This is an optimization exercise on Yosys and OpenROAD, whose aim is small area, not a production implementation. In this exercise RTL edits were held to simulation tests only and were not proved equivalent to the original. Power and IR drop assume default switching activity. The clock port is modelled as an ideal driver; clocking choices that lean on that would not hold on a real chip.

==> flow/design.v <==
`default_nettype none
package cpu_pkg;
    typedef logic [32-1:0]                word_t;
    typedef logic [32-1:0]                instr_t;
    typedef logic [5-1:0]              reg_addr_t;
    typedef logic [$clog2(32)-1:0]  mem_index_t;    
    typedef logic [7:0]                          byte_t;
    typedef logic [$clog2(32/8)-1:0]      lane_t;
    typedef enum logic [1:0] {
        LOAD_IDLE,       
        LOAD_FILL,       
        LOAD_RUN         
    } load_state_t;
    typedef enum logic [1:0] {ALU_ADD, ALU_SUB, ALU_AND, ALU_OR} alu_op_t;
    typedef enum logic [1:0] {FWD_REG, FWD_EX_MEM, FWD_MEM_WB} fwd_sel_t;
    typedef struct packed {
        alu_op_t alu_op;
        logic    alu_src_imm;    
        logic    reg_write;
        logic    mem_read;
        logic    mem_write;
        logic    mem_to_reg;     
    } ctrl_t;
    typedef struct packed {
        ctrl_t     ctrl;
        word_t     rs1_data;
        word_t     rs2_data;
        word_t     imm;
        reg_addr_t rs1;
        reg_addr_t rs2;
        reg_addr_t rd;
    } id_ex_t;
    typedef struct packed {
        ctrl_t     ctrl;
        word_t     alu_result;   
        word_t     store_data;
        reg_addr_t rd;
    } ex_mem_t;
    typedef struct packed {
        logic      reg_write;
        reg_addr_t rd;
        word_t     data;
    } wb_t;
endpackage
`default_nettype wire
`timescale 1ns/1ps
`default_nettype none
module log_lookup #(
    parameter int N = 31
) (
    input  logic [5:0]      key_i,
    input  logic [N-1:0]    vld_i,
    input  logic [6*N-1:0]  tag_i,       
    input  logic [32*N-1:0] val_i,       
    output logic [N-1:0]    hit_o,
    output logic [31:0]     val_o
);
    logic [N-1:0] hit_hi;        
    genvar p, b;
    generate
        for (p = 0; p < N; p++) begin : g_match
            tag_match u_match (
                .tag_i (tag_i[6*p +: 6]),
                .key_i (key_i),
                .vld_i (vld_i[p]),
                .hit_o (hit_o[p]),
                .hit2_o(hit_hi[p])
            );
        end
        for (b = 0; b < 32; b++) begin : g_sel
            logic [N-1:0] d;
            for (p = 0; p < N; p++) begin : g_d
                assign d[p] = val_i[32*p + b];
            end
            bit_select #(.N(N)) u_sel (
                .hit_i (b < 16 ? hit_o : hit_hi),
                .d_i   (d),
                .y_o   (val_o[b])
            );
        end
    endgenerate
endmodule
module tag_match (
    input  logic [5:0] tag_i,
    input  logic [5:0] key_i,
    input  logic       vld_i,
    output logic       hit_o,
    output logic       hit2_o
);
    logic miss;
    assign miss = !(vld_i && (tag_i == key_i));
    hit_drv u_drv  (.a_i (miss), .y_o (hit_o));
    hit_drv u_drv2 (.a_i (miss), .y_o (hit2_o));
endmodule
module hit_drv (
    input  logic a_i,
    output logic y_o
);
    assign y_o = !a_i;
endmodule
module aoi222 (
    input  logic a1, a2, b1, b2, c1, c2,
    output logic y
);
    assign y = ~((a1 & a2) | (b1 & b2) | (c1 & c2));
endmodule
module bit_select #(
    parameter int N = 31
) (
    input  logic [N-1:0] hit_i,
    input  logic [N-1:0] d_i,
    output logic         y_o
);
    localparam int G  = N / 3;               
    localparam int R  = N - 3 * G;           
    localparam int NG = G + R;               
    localparam int M  = (NG + 3) / 4;        
    logic [4*M-1:0] t_n;
    logic [M-1:0]   part;
    genvar k;
    generate
        for (k = 0; k < G; k++) begin : g_aoi
            aoi222 u_aoi (
                .a1 (hit_i[3*k]),   .a2 (d_i[3*k]),
                .b1 (hit_i[3*k+1]), .b2 (d_i[3*k+1]),
                .c1 (hit_i[3*k+2]), .c2 (d_i[3*k+2]),
                .y  (t_n[k])
            );
        end
        for (k = 0; k < R; k++) begin : g_rest
            assign t_n[G+k] = ~(hit_i[3*G+k] & d_i[3*G+k]);
        end
        if (4 * M > NG) begin : g_pad
            assign t_n[4*M-1:NG] = '1;
        end
        for (k = 0; k < M; k++) begin : g_nand
            assign part[k] = ~&t_n[4*k +: 4];
        end
    endgenerate
    assign y_o = |part;
endmodule
`default_nettype wire
`timescale 1ns/1ps
`default_nettype none
module alu (
    input  logic [31:0] a_i,         
    input  logic [31:0] b_i,         
    input  logic [11:0] imm_i,       
    input  logic        is_r_i,      
    input  logic        is_sub_i,
    input  logic        is_and_i,
    input  logic        is_or_i,
    input  logic        is_mem_i,    
    output logic [31:0] y_o
);
    logic [31:0] imm, hs, g, c;
    logic        sel_sum, sel_g, sel_hs;
    assign imm     = {{20{imm_i[11]}}, imm_i} & {32{!is_r_i}};
    assign sel_sum = !is_and_i && !is_or_i && !is_mem_i;
    assign sel_g   = is_and_i || is_or_i;
    assign sel_hs  = is_or_i;
    genvar i;
    generate
        for (i = 0; i < 32; i++) begin : g_bit
            alu_bit u_bit (
                .a_i       (a_i[i]),
                .b_i       (b_i[i]),
                .imm_i     (imm[i]),
                .c_i       (c[i]),
                .use_b_i   (is_r_i),
                .inv_b_i   (is_sub_i),
                .sel_sum_i (sel_sum),
                .sel_g_i   (sel_g),
                .sel_hs_i  (sel_hs),
                .sel_b_i   (is_mem_i),
                .hs_o      (hs[i]),
                .g_o       (g[i]),
                .y_o       (y_o[i])
            );
        end
    endgenerate
    cla_carry32 u_carry (
        .g_i   (g),
        .p_i   (hs),
        .cin_i (is_sub_i),
        .c_o   (c)
    );
endmodule
module alu_bit (
    input  logic a_i,
    input  logic b_i,
    input  logic imm_i,          
    input  logic c_i,            
    input  logic use_b_i,
    input  logic inv_b_i,
    input  logic sel_sum_i,
    input  logic sel_g_i,
    input  logic sel_hs_i,
    input  logic sel_b_i,
    output logic hs_o,
    output logic g_o,
    output logic y_o
);
    logic bop;
    assign bop  = (use_b_i & (b_i ^ inv_b_i)) | imm_i;
    assign hs_o = a_i ^ bop;
    assign g_o  = a_i & bop;
    assign y_o  = (sel_sum_i & (hs_o ^ c_i)) | (sel_g_i & g_o) | (sel_hs_i & hs_o) | (sel_b_i & b_i);
endmodule
module cla_carry32 (
    input  logic [31:0] g_i,
    input  logic [31:0] p_i,
    input  logic        cin_i,
    output logic [31:0] c_o
);
    logic [8:0] bc;                  
    logic [7:0] bg, bp;
    assign bc[0] = cin_i;
    genvar k, j;
    generate
        for (k = 0; k < 8; k++) begin : g_blk
            assign bp[k] = &p_i[4*k +: 4];
            assign bg[k] = g_i[4*k+3]
                         | (p_i[4*k+3] & g_i[4*k+2])
                         | (p_i[4*k+3] & p_i[4*k+2] & g_i[4*k+1])
                         | (p_i[4*k+3] & p_i[4*k+2] & p_i[4*k+1] & g_i[4*k]);
            assign bc[k+1] = bg[k] | (bp[k] & bc[k]);
            assign c_o[4*k] = bc[k];
            for (j = 1; j < 4; j++) begin : g_in
                assign c_o[4*k+j] = g_i[4*k+j-1] | (p_i[4*k+j-1] & c_o[4*k+j-1]);
            end
        end
    endgenerate
endmodule
`default_nettype wire
`timescale 1ns/1ps
`default_nettype none
module cpu_top (
    input  logic       clk_i,
    input  logic       reset,
    input  logic [7:0] instr_i,
    input  logic       data_or_reg_i,    
    input  logic [4:0] address_i,
    input  logic [1:0] vout_addr_i,
    output logic [7:0] value_o
);
    localparam int N = 31;                     
    localparam logic [1:0] ST_IDLE = 2'd0,     
                           ST_FILL = 2'd1,     
                           ST_RUN  = 2'd2,     
                           ST_DONE = 2'd3;     
    logic [1:0]  st_q;
    logic [1:0]  ph_q;           
    logic [31:0] w_q;            
    logic        pk_q;           
    logic [5:0]  key_q;          
    logic        tv_q;           
    logic        fill, mode, clear;
    logic [7:0]  fbyte;
    assign fill  = (st_q == ST_FILL) && (instr_i != 8'hFF);
    assign fbyte = fill ? instr_i : 8'h00;     
    assign mode  = (st_q == ST_DONE);
    assign clear = (st_q == ST_IDLE);
    always_ff @(posedge clk_i or posedge reset) begin
        if (reset) begin
            st_q <= ST_IDLE;
            ph_q <= 2'd0;
        end else begin
            ph_q <= (st_q == ST_IDLE) ? 2'd0 : ph_q + 2'd1;
            case (st_q)
                ST_IDLE: if (instr_i == 8'hFE) st_q <= ST_FILL;
                ST_FILL: if (instr_i == 8'hFF) st_q <= ST_RUN;
                ST_RUN:  if (ph_q == 2'd1) st_q <= ST_DONE;
                default: ;
            endcase
        end
    end
    always_ff @(posedge clk_i) begin
        w_q <= {fbyte, w_q[31:8]};
    end
    logic [31:0]     val_q [N];
    logic [5:0]      tag_q [N];
    logic [N-1:0]    vld_q;
    logic [N-1:0]    hit, kill;
    logic [5:0]      key, new_tag;
    logic [31:0]     look, new_val, a;
    logic            wr, w3;
    logic [6*N-1:0]  tag_flat;
    logic [32*N-1:0] val_flat;
    always_ff @(posedge clk_i) begin
        val_q[0] <= w3 ? look : val_q[N-1];
        val_q[1] <= new_val;
        tag_q[0] <= tag_q[N-1];
        tag_q[1] <= wr ? new_tag : tag_q[0];
        for (int p = 2; p < N; p++) begin
            val_q[p] <= val_q[p-1];
            tag_q[p] <= tag_q[p-1];
        end
        vld_q <= {vld_q[N-2:1] & ~kill[N-2:1],
                  wr | (vld_q[0] & ~kill[0]),
                  !w3 && vld_q[N-1] && !kill[N-1]};
    end
    always_comb begin
        for (int p = 0; p < N; p++) begin
            tag_flat[6*p +: 6]   = tag_q[p];
            val_flat[32*p +: 32] = val_q[p];
        end
    end
    log_lookup #(.N(N)) u_lookup (
        .key_i (key),
        .vld_i (vld_q),
        .tag_i (tag_flat),
        .val_i (val_flat),
        .hit_o (hit),
        .val_o (look)
    );
    assign kill = ({hit[N-1:2], 1'b0, hit[0]} & {N{tv_q}}) | {N{clear}};
    logic [31:0] word;           
    logic [6:0]  opc;
    logic [2:0]  f3;
    logic [4:0]  rd;
    logic        is_addi, is_r, is_lw, is_sw, is_sub, is_and, is_or;
    logic [6:0]  asum;
    logic [4:0]  daddr;
    assign word = w_q;
    assign opc  = word[6:0];
    assign f3   = word[14:12];
    assign rd   = word[11:7];
    assign is_addi = (opc == 7'b0010011) && (f3 == 3'b000);
    assign is_r    = (opc == 7'b0110011) && (f3 == 3'b000 || f3 == 3'b111 || f3 == 3'b110);
    assign is_lw   = (opc == 7'b0000011);
    assign is_sw   = (opc == 7'b0100011);
    assign is_sub  = is_r && (f3 == 3'b000) && word[30];
    assign is_and  = is_r && (f3 == 3'b111);
    assign is_or   = is_r && (f3 == 3'b110);
    assign w3 = (ph_q == 2'd3) && (w_q[14:8] != 7'd0);     
    assign wr = (ph_q == 2'd0) && pk_q && !clear &&
                (((is_addi || is_r || is_lw) && rd != 5'd0) || is_sw);
    assign a     = val_q[0];     
    assign asum  = a[6:0] + (is_sw ? {word[26:25], word[11:7]} : word[26:20]);
    assign daddr = asum[6:2];
    alu u_alu (
        .a_i      (a),
        .b_i      (look),
        .imm_i    (word[31:20] & {12{wr}}),
        .is_r_i   (is_r && wr),
        .is_sub_i (is_sub && wr),
        .is_and_i (is_and && wr),
        .is_or_i  (is_or && wr),
        .is_mem_i ((is_lw || is_sw) && wr),
        .y_o      (new_val)
    );
    assign new_tag = is_sw ? {1'b0, daddr} : {1'b1, rd};
    always_comb begin
        if (mode)               key = {data_or_reg_i, address_i};
        else if (ph_q == 2'd3)  key = {1'b1, w_q[27:23]};                       
        else if (ph_q == 2'd0)  key = is_lw ? {1'b0, daddr}                     
                                            : {1'b1, w_q[24:20]};               
        else                    key = key_q;                                    
    end
    always_ff @(posedge clk_i) begin
        key_q <= new_tag;
        tv_q  <= wr;
        pk_q  <= w3;
    end
    assign value_o = mode ? look[{vout_addr_i, 3'b000} +: 8] : 8'h00;
endmodule
`default_nettype wire
==> flow/flow/run.sh <==
#!/bin/bash
# The standard layout (the standard.sh) with two changes:
#  - the port buffers are the smallest buffer,
#  - clock tree synthesis inserts no dummy loads and clusters up
#    to 30 flip-flops within 80 um under each leaf buffer.
# make's full output goes to flow_standard.log; ORFS keeps each
# step's own log under orfs/logs/.
set -euo pipefail
bash standard.sh \
    "BUFFER_PORTS_ARGS=-buffer_cell sky130_fd_sc_hd__buf_1" \
    "CTS_ARGS=-sink_clustering_enable -repair_clock_nets -dont_use_dummy_load -sink_clustering_size 30 -sink_clustering_max_diameter 80" \
    finish > flow_standard.log 2>&1
==> flow/standard.sh <==
#!/bin/bash
# synth_recipe.tcl (not shown) runs the flow's synth.tcl, then flattens the netlist and writes it again
# the make line also repeats each setting of config.mk as NAME=value (left out here)
make -C /OpenROAD-flow-scripts/flow DESIGN_CONFIG=/design/flow/config.mk WORK_HOME=/design/flow/orfs CLKGATE_MAP_FILE= SYNTH_SCRIPT=/design/flow/synth_recipe.tcl "${@:-finish}"
==> flow/config.mk <==
export PLATFORM = sky130hd
export DESIGN_NAME = cpu_top
export DESIGN_NICKNAME = cpu_top
export VERILOG_FILES = /design/flow/design.v
export SDC_FILE = /design/flow/constraint.sdc
export NUM_CORES = 8
export LEC_CHECK = 0
export CAP_MARGIN = 20
export CORE_MARGIN = 2
export CORE_UTILIZATION = 70
export GPL_ROUTABILITY_DRIVEN = 1
export PLACE_DENSITY = 0.8
export SLEW_MARGIN = 20
export SYNTH_HIERARCHICAL = 1
==> flow/constraint.sdc <==
create_clock -name core_clock -period 12.0 [get_ports {clk_i}]
set_input_delay 2.4000 -clock core_clock [delete_from_list [all_inputs] [get_ports {clk_i}]]
set_output_delay 2.4000 -clock core_clock [all_outputs]
set_load 0.01 [all_outputs]
==> results of run 1 <==
-- final timing paths --
path	depth (start not counted)	slack (ps)	startpoint	to
min	0	320	w_q[18]	w_q[10]
max in group asynchronous	2	10240	reset	ph_q[0]
max	21	1250	w_q[5]	value_o[2]
min in group asynchronous	2	1610	reset	st_q[0]
max reg2reg	31	2380	w_q[5]	val_q[1][31]
min reg2reg	0	320	w_q[18]	w_q[10]
-- area by class of cell --
class                      count  area share [%]
timing repair buffer          41          0.6028
inverter                      86          0.8427
sequential                  1253           65.03
tap                          680           2.204
clock buffer                  48           3.111
multi-input combinational   1379           28.20
antenna                        1        0.006482
-- critical path: cells and delay by family (launching register included) --
kind | cells | cell delay (ps)
DFF | 1 | 430
muxes | 1 | 580
adders and majority gates | 1 | 380
xor gates and xnor gates | 1 | 120
buffers and inverters | 3 | 1460
and+or+nand+nor | 9 | 1750
AOI/OAI and AO/OA | 6 | 2970
-- stage by stage --
step           cell area [um2]  total power, W  setup WS, ps
6_report                 38600        0.007306          1253
5_1_grt                  38600        0.007563         881.1
4_1_cts                  38560        0.007310          1812
3_5_place_dp             37360        0.005498          2502
3_3_place_gp             37360        0.005470          2665
2_1_floorplan            36350        0.005209          1654
-- power by group --
| part | switching [W] | leakage [nW] | internal, W |
|---|---|---|---|
| registers | 0.0000793 | 10.2 | 0.00426 |
| clock network | 0.00117 | 0.592 | 0.000722 |
| logic | 0.000654 | 5.23 | 0.000415 |
| total | 0.00191 | 16.0 | 0.00540 |
-- sequential cells by signal (all words and copies together) (netlist names) --
register	flops
tv_q	1
key_q	6
w_q	32
pk_q	1
st_q	2
tag_q	186
ph_q	2
vld_q	31
val_q	992
-- modules after synthesis, one instance, submodules excluded, excerpt --
module       times used  flip-flops and latches
tag_match            31                       0
cpu_top               1                    1253
aoi222              320                       0
alu                   1                       0
cla_carry32           1                       0
hit_drv              62                       0
alu_bit              32                       0
-- cell usage after synthesis (4+ instances only) --
| master | instances |
|---|---|
| o21ai_0 | 11 |
| a21o_1 | 53 |
| a21oi_1 | 21 |
| mux2_2 | 4 |
| nor2_1 | 13 |
| clkbuf_1 | 18 |
| nor3_1 | 4 |
| nand4_1 | 100 |
| o211ai_1 | 33 |
| dfrtp_1 | 4 |
| and3_1 | 35 |
| nor2b_2 | 8 |
| a222oi_1 | 320 |
| dfxtp_1 | 1249 |
| a221oi_1 | 5 |
| and2_1 | 28 |
| inv_1 | 85 |
| xnor2_1 | 94 |
| o21ai_1 | 34 |
| nor2b_1 | 36 |
| or4_1 | 33 |
| mux4_2 | 8 |
| ha_1 | 46 |
| xor2_1 | 130 |
| nand3_1 | 10 |
| a2111o_1 | 33 |
| nand2_1 | 213 |
| a22oi_1 | 32 |
-- per-layer routing --
metal  vias up  routed length, um  track usage (%)
li1      10500                  -                -
met3       289              12420            8.313
met1     11900              39510            51.15
met2      1601              42950            53.97
met4         2               3936            14.58
met5         -                 14                0
-- cells by family (layout without fill, tap and decap cells) --
kind of cell             Yosys count  count (layout)
AO/OA/AOI/OAI                    581             581
buffers and inverters            110             175
AND/OR/NAND/NOR                  513             513
multiplexers                      15              15
XOR/XNOR                         224             224
adder cells (fa/ha/maj)           46              46
flip-flops                      1253            1253
other                              0               1
==> summary.txt, run 1 <==
Routing
  – Initial drt markers: 4774
  – Vias: 24300
  – Detailed Routing Iterations Pass 1: 10
  – DRC: 0
  – DR WL/cell: 28.33 um
  – Via density: 6.966
  – Antenna Nets Post-Route: 0
  – Final WL: 98830 um

CTS
  – CTS Buf Count: 48
  – Clk root buf: clkbuf_16
  – H-tree levels: 2
  – CTS tree: yes
  – CTS Sinks: 1253
  – Post-CTS Setup Bufs: 0
  – # resized after CTS: 0
  – Clock buffer depth: 3
  – Clock transition at the registers of the reported paths: 80 ps
  – Hold_buf cts: 0
  – Clk latency of the worst-skew pair: 640 ps

Placed design
  – DP Cell Count: 3436
  – RD Place Congestion: 0.9245
  – Hpwl dp: 60670 um
  – Buffers on Ports: 25

Finish
  – Area of the multi-input gates: 10890 um2
  – Layout cell share with drive strength beyond 1: 4.631%
  – Commonest non-fill, non-tap cells in the layout: dfxtp_1, a222oi_1, nand2_1
  – Most common cell after layout, fill and taps aside: dfxtp_1
  – Area delta synth->final: 6.188%
  – Sequential Area: 25100 um2
  – Util after Layout: 75.25%
  – Net count, final: 2873
  – Post-Layout Cell Count: 3488
  – Fillers: 3317

Min path
  – HP Class: register to register

Die
  – Row count: 83
  – Core outline area: 51300 um2
  – Ports: 26
  – Chip height: 231.9 um
  – Starting Density: 70.86%
  – Die Wd: 231.9 um
  – Die area: 53780 um2

Yosys
  – Net Count, Synth: 2806
  – Largest family of logic cells by synthesized area: compound AO/OA/AOI/OAI gates
  – EDFF count, synth: 0
  – Post-synthesis xor/xnor area fraction: 5.396%
  – Cell taking the most area after synthesis: dfxtp_1
  – Ys flop type: dfxtp_1
  – Top post-synthesis cells by area: dfxtp_1, a222oi_1, xor2_1
  – Async SR Flop Fraction: 0.3192%
  – Synth Area in Adders: 1.583%
  – Synth cell types: 79
  – Synth warnings: 9
  – Synthesized instance count: 2742
  – Seq cells post-synth: 1253
  – Avg Cell Area, Syn: 13.26 um2
  – Synth Area in Simple Gates: 7.620%
  – Mux contribution to synthesized area: 0.7159%
  – Synth top area share: 68.78%
  – Synth Area in Compound Gates: 14.41%
  – Seq/Total Area, Yosys: 69.05%
  – Cell Area, Synth: 36350 um2

Worst setup path
  – Endpoint kind of the worst setup timing path: output pin
  – Worst EP required: 9600 ps
  – Type of origin of the critical path: register
  – Crit path kind: register to output pin
  – Worst path arrival time: 8350 ps
  – Cell Chain, Critical Path: or3b_1 -> nor2_2 -> o21ai_0 -> ha_1 -> a21oi_1 -> nand2_1 -> a2111o_1 -> nand3_1 -> nand3_1 -> a221oi_4 -> buf_4 -> xnor2_1 -> nand4_1 -> or4_1 -> clkinv_1 -> a222oi_1 -> nand4_1 -> a2111o_1 -> mux4_2 -> and2_1 -> buf_1
  – CP max stage delay: 880 ps
  – Critical-path top delay cell: clkinv_1
  – Largest fanout on the critical path: 17

Power and ir drop
  – P_leak: 15.97 nW
  – PD cells: 189.3 nW/um2
  – Worst vdd ir: 0.0002679 V

STA
  – Crit path time final: 10750 ps
  – Worst Tran Pin Value: 1215 ps
  – Period Utilization, post-route: 89.56%
  – Hold Fails Final Rpt: 0
  – Final setup vio count: 0
  – FMAX: 93.05 MHz
  – RSZ-0062 raised after global routing: false
  – Hold_ws: 320.5 ps
  – Max Transition Viols Final: 0
  – TNS Setup: 0 ps
  – Slew HR: 18.92%
  – Worst clock skew: 78.66 ps

Outcome
  – Status: timing/DRC/antenna clean

Global route
  – Largest net degree at the start of global routing: 65
  – Congestion Overflow GR: 0
  – Global-route wire length before repair: 146500 um
  – Gr usage total: 36.16%
  – Vias in the first global route: 23950
  – Initial antenna violation count: 1

Flow run
  – MaxCap Viol Count: 0
==> run 2: changes to the inputs <==
--- a/flow/design.v
+++ b/flow/design.v
@@ -254,6 +254,4 @@
     logic [31:0] w_q;            
     logic        pk_q;           
-    logic [5:0]  key_q;          
-    logic        tv_q;           
     logic        fill, mode, clear;
     logic [7:0]  fbyte;
@@ -285,5 +283,5 @@
     logic [5:0]      key, new_tag;
     logic [31:0]     look, new_val, a;
-    logic            wr, w3;
+    logic            wr, w3, drop;
     logic [6*N-1:0]  tag_flat;
     logic [32*N-1:0] val_flat;
@@ -315,5 +313,6 @@
         .val_o (look)
     );
-    assign kill = ({hit[N-1:2], 1'b0, hit[0]} & {N{tv_q}}) | {N{clear}};
+    assign drop = (ph_q == 2'd1) && !mode && vld_q[1];
+    assign kill = ({hit[N-1:2], 1'b0, hit[0]} & {N{drop}}) | {N{clear}};
     logic [31:0] word;           
     logic [6:0]  opc;
@@ -357,9 +356,7 @@
         else if (ph_q == 2'd0)  key = is_lw ? {1'b0, daddr}                     
                                             : {1'b1, w_q[24:20]};               
-        else                    key = key_q;                                    
+        else                    key = tag_q[1];                                 
     end
     always_ff @(posedge clk_i) begin
-        key_q <= new_tag;
-        tv_q  <= wr;
         pk_q  <= w3;
     end
==> summary.txt, run 2 <==
Finish
  – Area delta synth->final: 6.317%
  – Most flop-heavy register: val_q
  – Max reg flops: 992 (unchanged)
  – Util after Layout: 75.23% (about the same)
  – Fillers: 3280 (-1.1%)
  – Layout cell share with drive strength beyond 1: 4.848% (+0.22 points)
  – Net count, final: 2871 (-0.070%)
  – Final Cell Area: 38510 um2 (-0.23%)
  – Biggest regs: val_q x992, tag_q x186, w_q x32
  – Commonest non-fill, non-tap cells in the layout: dfxtp_1, a222oi_1, nand2_1
  – Most common cell after layout, fill and taps aside: dfxtp_1

Yosys
  – Seq/Total Area, Yosys: 68.91% (-0.14 points)
  – Seq cells post-synth: 1246 (-0.56%)
  – Synth top area share: 68.64% (-0.14 points)
  – Synth cell types: 80 (+1.3%)
  – Synthesized instance count: 2738 (-0.15%)
  – Synth warnings: 9 (unchanged)
  – Async SR Flop Fraction: 0.3210% (+0.0018 points)
  – Top post-synthesis cells by area: dfxtp_1, a222oi_1, xor2_1
  – Most common cell in the netlist: dfxtp_1
  – Net Count, Synth: 2802 (-0.14%)
  – Synth top cells by count: dfxtp_1, a222oi_1, nand2_1, xor2_1, nand4_1
  – EDFF count, synth: 0 (unchanged)
  – Ys flop type: dfxtp_1
  – Cell taking the most area after synthesis: dfxtp_1
  – Cell Area, Synth: 36230 um2 (-0.35%)
  – Avg Cell Area, Syn: 13.23 um2 (-0.21%)

STA
  – Slew HR: 16.65% (-2.3 points)
  – Worst Tran Pin Value: 1250 ps (+35.52 ps)
  – Max Transition Viols Final: 0 (unchanged)
  – RSZ-0062 raised after global routing: false
  – Crit path time final: 10520 ps (-230.1 ps)
  – Post-route setup slack: 1483 ps (+230.1 ps)
  – Hold Fails Final Rpt: 0 (unchanged)
  – Final setup vio count: 0 (unchanged)
  – FMAX: 95.09 MHz (+2.2%)
  – Period Utilization, post-route: 87.64% (-1.9 points)
  – Worst clock skew: 48.35 ps (-30.31 ps)
  – TNS Setup: 0 ps (unchanged)

Global route
  – Vias in the first global route: 24080 (+0.56%)
  – Global-route wire length before repair: 148700 um (+1.5%)
  – Initial antenna violation count: 2 (+1)
  – Congestion Overflow GR: 0 (unchanged)
  – Largest net degree at the start of global routing: 65 (unchanged)
  – Gr usage total: 36.91% (+0.75 points)

Routing
  – Initial drt markers: 4647 (-2.7%)
  – Antenna Nets Post-Route: 0 (unchanged)
  – Detailed Routing Iterations Pass 1: 8 (-2)
  – Via density: 6.973 (+0.10%)
  – Final WL: 100100 um (+1.3%)
  – DR WL/cell: 28.71 um (+1.3%)
  – Vias: 24310 (+0.045%)
  – DRC: 0 (unchanged)

Worst setup path
  – Cell Chain, Critical Path: nor4b_4 -> nand2_1 -> mux2_2 -> ha_1 -> and3_1 -> nand3_1 -> a21boi_1 -> mux2i_1 -> o21ai_0 -> a221oi_4 -> xor2_1 -> or4_1 -> clkinv_1 -> a222oi_1 -> nand4_1 -> a2111o_1 -> mux4_2 -> and2_1 -> buf_1
  – Type of origin of the critical path: register
  – Worst EP required: 9600 ps (about the same)
  – CP bufs+invs: 2 (-1)
  – Setup crit start: w_q[5]
  – Largest fanout on the critical path: 17 (unchanged)
  – Critical-path top delay cell: a221oi_4
  – Crit path kind: register to output pin
  – RR Endpoint: val_q[1][31]
  – R2R depth: 29 (-6.5%)
  – Worst path arrival time: 8120 ps (-230 ps)
  – CP max stage delay: 960 ps (+80 ps)
  – Delay-heaviest family, CP: compound AO/OA/AOI/OAI gates
  – Endpoint kind of the worst setup timing path: output pin
  – Reg-to-reg slack, setup: 2400 ps (+20 ps)
  – Reg2Reg Launch Point: w_q[5]

Die
  – Starting Density: 70.76% (-0.11 points)
  – Chip height: 231.5 um (-0.17%)
  – Ports: 26 (unchanged)
  – Core outline area: 51200 um2 (-0.20%)
  – Row count: 83 (unchanged)
  – Die area: 53590 um2 (-0.35%)
  – Die Wd: 231.5 um (-0.17%)

Power and ir drop
  – P_leak: 15.96 nW (about the same)
  – Worst vdd ir: 0.0002002 V (-25%)
  – Total power: 0.007240 W (-0.91%)
  – PD cells: 188.0 nW/um2 (-0.68%)

CTS
  – Clock buffer depth: 3 (unchanged)
  – CTS tree: yes
  – Hold_buf cts: 0 (unchanged)
  – Clk latency of the worst-skew pair: 650 ps (about the same)
  – CTS Sinks: 1246 (-0.56%)
  – Post-CTS Setup Bufs: 0 (unchanged)
  – Clk root buf: clkbuf_16
  – H-tree levels: 2 (unchanged)
  – CTS Buf Count: 47 (-2.1%)
  – # resized after CTS: 0 (unchanged)
  – Clock transition at the registers of the reported paths: 110 ps (+30 ps)

Flow run
  – MaxCap Viol Count: 0 (unchanged)

Min path
  – Hold EP: val_q[5][10]
  – Hold path depth: 0 (unchanged)
  – HP Class: register to register
  – Worst Min Path Start: val_q[4][10]

Outcome
  – Status: timing/DRC/antenna clean

Placed design
  – RD Place Congestion: 0.9051 (-2.1%)
  – Placed cell area: 37250 um2 (-0.28%)
  – Post-Place Setup Slack: 2524 ps (+21.18 ps)
  – Buffers on Ports: 25 (unchanged)
  – Hpwl dp: 61750 um (+1.8%)
[run 2: cell types whose count changed in the layout (fill, tap and decap cells not counted), sizes merged, moves of 3 or more]
cell,change
nand2b,+3
a211oi,+3
dfxtp,-7
nor4,+4
and3,-29
nand2,-7
o21ai,+5
a21oi,+29
[run 2: cells by family after synthesis]
group / synth area share [%]
multiplexers: 0.7909
adder cells (fa/ha/maj): 1.589
flip-flops: 68.91
AND/OR/NAND/NOR: 7.205
AO/OA/AOI/OAI: 14.89
buffers and inverters: 1.223
XOR/XNOR: 5.391
[run 2: metrics by stage]
stage / cells / hold WS (ps)
2_1_floorplan: 2738 / 309.6
3_3_place_gp: 3434 / 310.0
3_5_place_dp: 3434 / 313.8
4_1_cts: 3481 / 327.0
5_1_grt: 3485 / 338.0
6_report: 3486 / 318.8
[run 2: power breakdown]
part | leakage, nW | internal (W) | switching, W | total, W
Sequential | 10.1 | 0.00423 | 0.0000792 | 0.00431
Clock | 0.579 | 0.000709 | 0.00116 | 0.00187
Combinational | 5.28 | 0.000409 | 0.000649 | 0.00106
Total | 16.0 | 0.00535 | 0.00189 | 0.00724
[run 2: layout make-up]
cell class                      instances  area (um2)  area share (%)
Multi-Input combinational cell       1383       10910           28.33
Clock buffer                           47        1176           3.054
Sequential cell                      1246       24960           64.82
Inverter                               85       319.1          0.8284
Tap cell                              680       850.8           2.209
Timing Repair Buffer                   44       289.0          0.7504
Antenna cell                            1       2.502        0.006497
[run 2: per-module statistics from Yosys (local to each module, per instance), a selection]
module / cells inside / area (um2) / flops+latches / times used
alu: 15 / 137.6 / 0 / 1
alu_bit: 8 / 58.81 / 0 / 32
hit_drv: 1 / 3.754 / 0 / 62
cpu_top: 1625 / 27210 / 1246 / 1
aoi222: 1 / 10.01 / 0 / 320
cla_carry32: 84 / 621.8 / 0 / 1
tag_match: 8 / 66.31 / 0 / 31
[run 2: worst reg2reg max path, delay by kind of cell, from the launching register on]
| family | cells | cell delay (ps) |
|---|---|---|
| compound gates | 14 | 4710 |
| simple gates | 8 | 1670 |
| buf+inv | 1 | 920 |
| fa+ha+maj | 2 | 660 |
| mux | 2 | 620 |
| flops | 1 | 470 |
| xor+xnor | 2 | 440 |
[run 2: worst max-delay path by stage]
stage | end | slack [ps] | depth (start not counted)
floorplan | value_o[0] | 1960 | 19
global placement | value_o[5] | 2790 | 20
detailed placement | value_o[5] | 2520 | 20
CTS | value_o[5] | 1790 | 20
global route | value_o[4] | 1120 | 19
finish | value_o[0] | 1480 | 19
[run 2: layer usage]
metal  up-vias  track usage (%)  wire length, um
met5         -                0               12
met2      1520            56.49            43980
li1      10480                -                -
met1     12030            50.62            39960
met3       275            9.916            12350
met4         2            13.41             3795
==> run 3: changes to the inputs <==
--- a/flow/design.v
+++ b/flow/design.v
@@ -252,6 +252,5 @@
     logic [1:0]  st_q;
     logic [1:0]  ph_q;           
-    logic [31:0] w_q;            
-    logic        pk_q;           
+    logic [23:0] w_q;            
     logic        fill, mode, clear;
     logic [7:0]  fbyte;
@@ -269,5 +268,5 @@
                 ST_IDLE: if (instr_i == 8'hFE) st_q <= ST_FILL;
                 ST_FILL: if (instr_i == 8'hFF) st_q <= ST_RUN;
-                ST_RUN:  if (ph_q == 2'd1) st_q <= ST_DONE;
+                ST_RUN:  if (ph_q == 2'd0) st_q <= ST_DONE;
                 default: ;
             endcase
@@ -275,5 +274,5 @@
     end
     always_ff @(posedge clk_i) begin
-        w_q <= {fbyte, w_q[31:8]};
+        w_q <= {fbyte, w_q[23:8]};
     end
     logic [31:0]     val_q [N];
@@ -283,9 +282,9 @@
     logic [5:0]      key, new_tag;
     logic [31:0]     look, new_val, a;
-    logic            wr, w3, drop;
+    logic            wr, w2, drop;
     logic [6*N-1:0]  tag_flat;
     logic [32*N-1:0] val_flat;
     always_ff @(posedge clk_i) begin
-        val_q[0] <= w3 ? look : val_q[N-1];
+        val_q[0] <= w2 ? look : val_q[N-1];
         val_q[1] <= new_val;
         tag_q[0] <= tag_q[N-1];
@@ -297,5 +296,5 @@
         vld_q <= {vld_q[N-2:1] & ~kill[N-2:1],
                   wr | (vld_q[0] & ~kill[0]),
-                  !w3 && vld_q[N-1] && !kill[N-1]};
+                  !w2 && vld_q[N-1] && !kill[N-1]};
     end
     always_comb begin
@@ -313,5 +312,5 @@
         .val_o (look)
     );
-    assign drop = (ph_q == 2'd1) && !mode && vld_q[1];
+    assign drop = (ph_q == 2'd0) && !mode && vld_q[1];
     assign kill = ({hit[N-1:2], 1'b0, hit[0]} & {N{drop}}) | {N{clear}};
     logic [31:0] word;           
@@ -322,5 +321,5 @@
     logic [6:0]  asum;
     logic [4:0]  daddr;
-    assign word = w_q;
+    assign word = {fbyte, w_q};
     assign opc  = word[6:0];
     assign f3   = word[14:12];
@@ -333,7 +332,6 @@
     assign is_and  = is_r && (f3 == 3'b111);
     assign is_or   = is_r && (f3 == 3'b110);
-    assign w3 = (ph_q == 2'd3) && (w_q[14:8] != 7'd0);     
-    assign wr = (ph_q == 2'd0) && pk_q && !clear &&
-                (((is_addi || is_r || is_lw) && rd != 5'd0) || is_sw);
+    assign w2 = (ph_q == 2'd2) && (w_q[14:8] != 7'd0);     
+    assign wr = (ph_q == 2'd3) && (((is_addi || is_r || is_lw) && rd != 5'd0) || is_sw);
     assign a     = val_q[0];     
     assign asum  = a[6:0] + (is_sw ? {word[26:25], word[11:7]} : word[26:20]);
@@ -353,12 +351,9 @@
     always_comb begin
         if (mode)               key = {data_or_reg_i, address_i};
-        else if (ph_q == 2'd3)  key = {1'b1, w_q[27:23]};                       
-        else if (ph_q == 2'd0)  key = is_lw ? {1'b0, daddr}                     
-                                            : {1'b1, w_q[24:20]};               
+        else if (ph_q == 2'd2)  key = {1'b1, fbyte[3:0], w_q[23]};             
+        else if (ph_q == 2'd3)  key = is_lw ? {1'b0, daddr}                     
+                                            : {1'b1, fbyte[0], w_q[23:20]};     
         else                    key = tag_q[1];                                 
     end
-    always_ff @(posedge clk_i) begin
-        pk_q  <= w3;
-    end
     assign value_o = mode ? look[{vout_addr_i, 3'b000} +: 8] : 8'h00;
 endmodule
==> summary.txt, run 3 <==
Routing
  – Detailed Routing Iterations Pass 1: 9 (+1)
  – Final WL: 98480 um (-1.6%)
  – Vias: 23790 (-2.1%)
  – Via density: 6.963 (-0.14%)
  – Antenna Nets Post-Route: 0 (unchanged)
  – Initial drt markers: 4084 (-12%)
  – DR WL/cell: 28.83 um (+0.40%)
  – DRC: 0 (unchanged)

Worst setup path
  – Largest fanout on the critical path: 17 (unchanged)
  – Type of origin of the critical path: primary input
  – CP max stage delay: 710 ps (-250 ps)
  – Crit path kind: primary input to output pin
  – Cell Chain, Critical Path: buf_1 -> and4_1 -> a31oi_1 -> nand2_1 -> inv_1 -> ha_1 -> a31oi_1 -> xnor2_1 -> o21ai_4 -> buf_12 -> xnor2_1 -> nand4_1 -> or4_1 -> inv_1 -> a222oi_1 -> nand4_1 -> a2111o_1 -> mux4_2 -> and2_1 -> buf_1
  – Worst path arrival time: 8460 ps (+340 ps)
  – R2R depth: 32 (+10%)
  – Reg2Reg Launch Point: w_q[4]
  – RR Endpoint: val_q[1][30]
  – Reg-to-reg slack, setup: 3170 ps (+770 ps)
  – Critical-path top delay cell: o21ai_4
  – Endpoint kind of the worst setup timing path: output pin
  – Delay-heaviest family, CP: compound AO/OA/AOI/OAI gates
  – Worst EP required: 9600 ps (about the same)
  – CP bufs+invs: 5 (+3)

STA
  – Final setup vio count: 0 (unchanged)
  – Hold Fails Final Rpt: 0 (unchanged)
  – RSZ-0062 raised after global routing: false
  – Crit path time final: 10860 ps (+343.7 ps)
  – Worst clock skew: 58.03 ps (+9.673 ps)
  – Slew HR: 13.02% (-3.6 points)
  – Max Transition Viols Final: 0 (unchanged)
  – TNS Setup: 0 ps (unchanged)
  – FMAX: 92.08 MHz (-3.2%)
  – Worst Tran Pin Value: 1303 ps (+52.93 ps)
  – Period Utilization, post-route: 90.50% (+2.9 points)

Global route
  – Congestion Overflow GR: 0 (unchanged)
  – Gr usage total: 36.52% (-0.39 points)
  – Global-route wire length before repair: 146800 um (-1.2%)
  – Initial antenna violation count: 2 (unchanged)
  – Largest net degree at the start of global routing: 65 (unchanged)
  – Vias in the first global route: 23970 (-0.44%)

Finish
  – Net count, final: 2800 (-2.5%)
  – Post-Layout Cell Count: 3416 (-2.0%)
  – ANT cells: 0 (-1)
  – Area delta synth->final: 6.301% (about the same)
  – Most flop-heavy register: val_q
  – Commonest non-fill, non-tap cells in the layout: dfxtp_1, a222oi_1, xor2_1
  – Biggest regs: val_q x992, tag_q x186, vld_q x31
  – Layout cell share with drive strength beyond 1: 5.738% (+0.89 points)
  – Most common cell after layout, fill and taps aside: dfxtp_1
  – Max reg flops: 992 (unchanged)
  – Util after Layout: 74.82% (-0.41 points)

Yosys
  – Ys flop type: dfxtp_1
  – Top post-synthesis cells by area: dfxtp_1, a222oi_1, xor2_1
  – EDFF count, synth: 0 (unchanged)
  – Most common cell in the netlist: dfxtp_1
  – Seq/Total Area, Yosys: 68.92% (about the same)
  – Synth cell types: 78 (-2.5%)
  – Async SR Flop Fraction: 0.3234% (+0.0023 points)
  – Net Count, Synth: 2730 (-2.6%)
  – Synth warnings: 9 (unchanged)
  – Avg Cell Area, Syn: 13.48 um2 (+1.9%)
  – Seq cells post-synth: 1237 (-0.72%)
  – Cell taking the most area after synthesis: dfxtp_1
  – Cell Area, Synth: 35960 um2 (-0.73%)
  – Synth top cells by count: dfxtp_1, a222oi_1, xor2_1, nand2_1, nand4_1
  – Synthesized instance count: 2668 (-2.6%)
  – Synth top area share: 68.64% (about the same)

Power and ir drop
  – PD cells: 184.9 nW/um2 (-1.7%)
  – Worst vdd ir: 0.0001612 V (-19%)
  – P_leak: 15.73 nW (-1.4%)

CTS
  – Clock buffer depth: 3 (unchanged)
  – Clock transition at the registers of the reported paths: 90 ps (-20 ps)
  – Hold_buf cts: 0 (unchanged)
  – Post-CTS Setup Bufs: 0 (unchanged)
  – Clk latency of the worst-skew pair: 650 ps (about the same)
  – CTS Sinks: 1237 (-0.72%)
  – Clk root buf: clkbuf_16
  – # resized after CTS: 0 (unchanged)
  – CTS Buf Count: 47 (unchanged)
  – CTS tree: yes
  – H-tree levels: 2 (unchanged)

Min path
  – Worst Min Path Start: w_q[18]
  – HP Class: register to register
  – Hold path depth: 0 (unchanged)
  – Hold EP: w_q[10]

Die
  – Row count: 83 (unchanged)
  – Starting Density: 70.38% (-0.38 points)
  – Ports: 26 (unchanged)
  – Die Wd: 230.7 um (-0.36%)
  – Chip height: 230.7 um (-0.36%)
  – Core outline area: 51090 um2 (-0.20%)
  – Die area: 53200 um2 (-0.72%)

Outcome
  – Status: timing/DRC/antenna clean

Placed design
  – Hpwl dp: 61190 um (-0.92%)
  – RD Place Congestion: 0.9067 (+0.18%)
  – Buffers on Ports: 25 (unchanged)
  – DP Cell Count: 3369 (-1.9%)

Flow run
  – MaxCap Viol Count: 0 (unchanged)
## run 3: cell count changes after synthesis, moves of 4 or more
cell      previous run  this run
a31oi_1              4         9
and2_1              28        16
and3_1               5        14
dfxtp_1           1242      1233
mux2_2               5        33
nand2_1            206       107
nand2b_1             5        32
nor2_1              13        22
nor4_1               5         1
o21ai_0             15         8
## run 3: area by class of cell
type / instances / area, um2
Fill cell: 3338 / 12870
Timing Repair Buffer: 43 / 241.5
Tap cell: 680 / 850.8
Sequential cell: 1237 / 24780
Clock buffer: 47 / 1176
Multi-Input combinational cell: 1324 / 10860
Inverter: 85 / 319.1
## run 3: where the power goes
part / internal, W / switching [W]
Clock: 0.000709 / 0.00116
Combinational: 0.000402 / 0.000592
Sequential: 0.00415 / 0.0000524
Total: 0.00526 / 0.00180
## run 3: cell families after synthesis
group	after synthesis	share of synthesized area, %
AOI/OAI and AO/OA	608	14.88
xor gates and xnor gates	223	5.431
adders and majority gates	44	1.531
buffers and inverters	107	1.166
DFF	1237	68.92
muxes	42	1.562
and+or+nand+nor	407	6.513
## run 3: how the worst max path moves through the flow
| stage | start | end | slack (ps) | cells past startpoint |
|---|---|---|---|---|
| finish | instr_i[5] | value_o[0] | 1140 | 20 |
| detailed placement | instr_i[5] | value_o[0] | 1370 | 20 |
| CTS | instr_i[5] | value_o[0] | 1330 | 20 |
| global route | instr_i[6] | value_o[1] | 860 | 22 |
| global placement | instr_i[5] | value_o[3] | 1530 | 22 |
| floorplan | instr_i[5] | value_o[0] | 980 | 18 |
## run 3: through the flow
step	worst slack, ps	power, W	hold slack [ps]	area (um2)
after detailed placement	1373	0.005274	318.5	37050
final	1140	0.007066	332.8	38230
after global routing	860.3	0.007292	340.6	38230
after global placement	1530	0.005240	311.3	37050
after CTS	1326	0.007058	329.1	38220
after floorplan	978.8	0.005014	309.6	35960
## run 3: modules after synthesis (local to each module, per instance), excerpt
module       cells  copies in the design  area (um2)  flops+latches
aoi222           1                   320       10.01              0
hit_drv          1                    62       3.754              0
tag_match        8                    31       66.31              0
alu             15                     1       137.6              0
alu_bit          8                    32       58.81              0
cla_carry32     84                     1       621.8              0
cpu_top       1555                     1       26950           1237
## run 3: metal layers
layer | GRT usage [%] | routed length [um]
met5 | 0 | 31
met2 | 59.13 | 45140
met3 | 7.041 | 9721
met4 | 18.61 | 5563
met1 | 47.02 | 38020

[static timing again, ports no longer ideal]
The results above use ideal ports. As a check the final layouts listed here were re-extracted and re-timed, cells and wires unchanged.
Step 1 assumes that a clkbuf_16 drives the clock port and a buf_2 every other input.
Step 2 times the ports against the registers' clock, not the clock port: input delays grow and output delays shrink by t, the midpoint of the rising clock arrivals with the driver on.
Three values: ideal ports, drivers, drivers and shift; two values: the first two.
run	t (ns)	setup WS [ns]	hold WS [ns]	latest minus earliest clock arrival (ns)
run 1	0.664	1.253 / 1.194 / 1.858	0.320 / 0.320 / 0.320	0.079 / 0.078
run 2	0.690	1.483 / 1.420 / 2.109	0.319 / 0.319 / 0.319	0.049 / 0.049
run 3	0.679	1.140 / 1.118 / 1.118	0.333 / 0.333 / 0.333	0.059 / 0.058
After both steps every run listed still meets setup and hold. For run 3, which loses most, drivers alone change the setup slack by -0.022 ns; drivers and shift together by -0.022 ns.
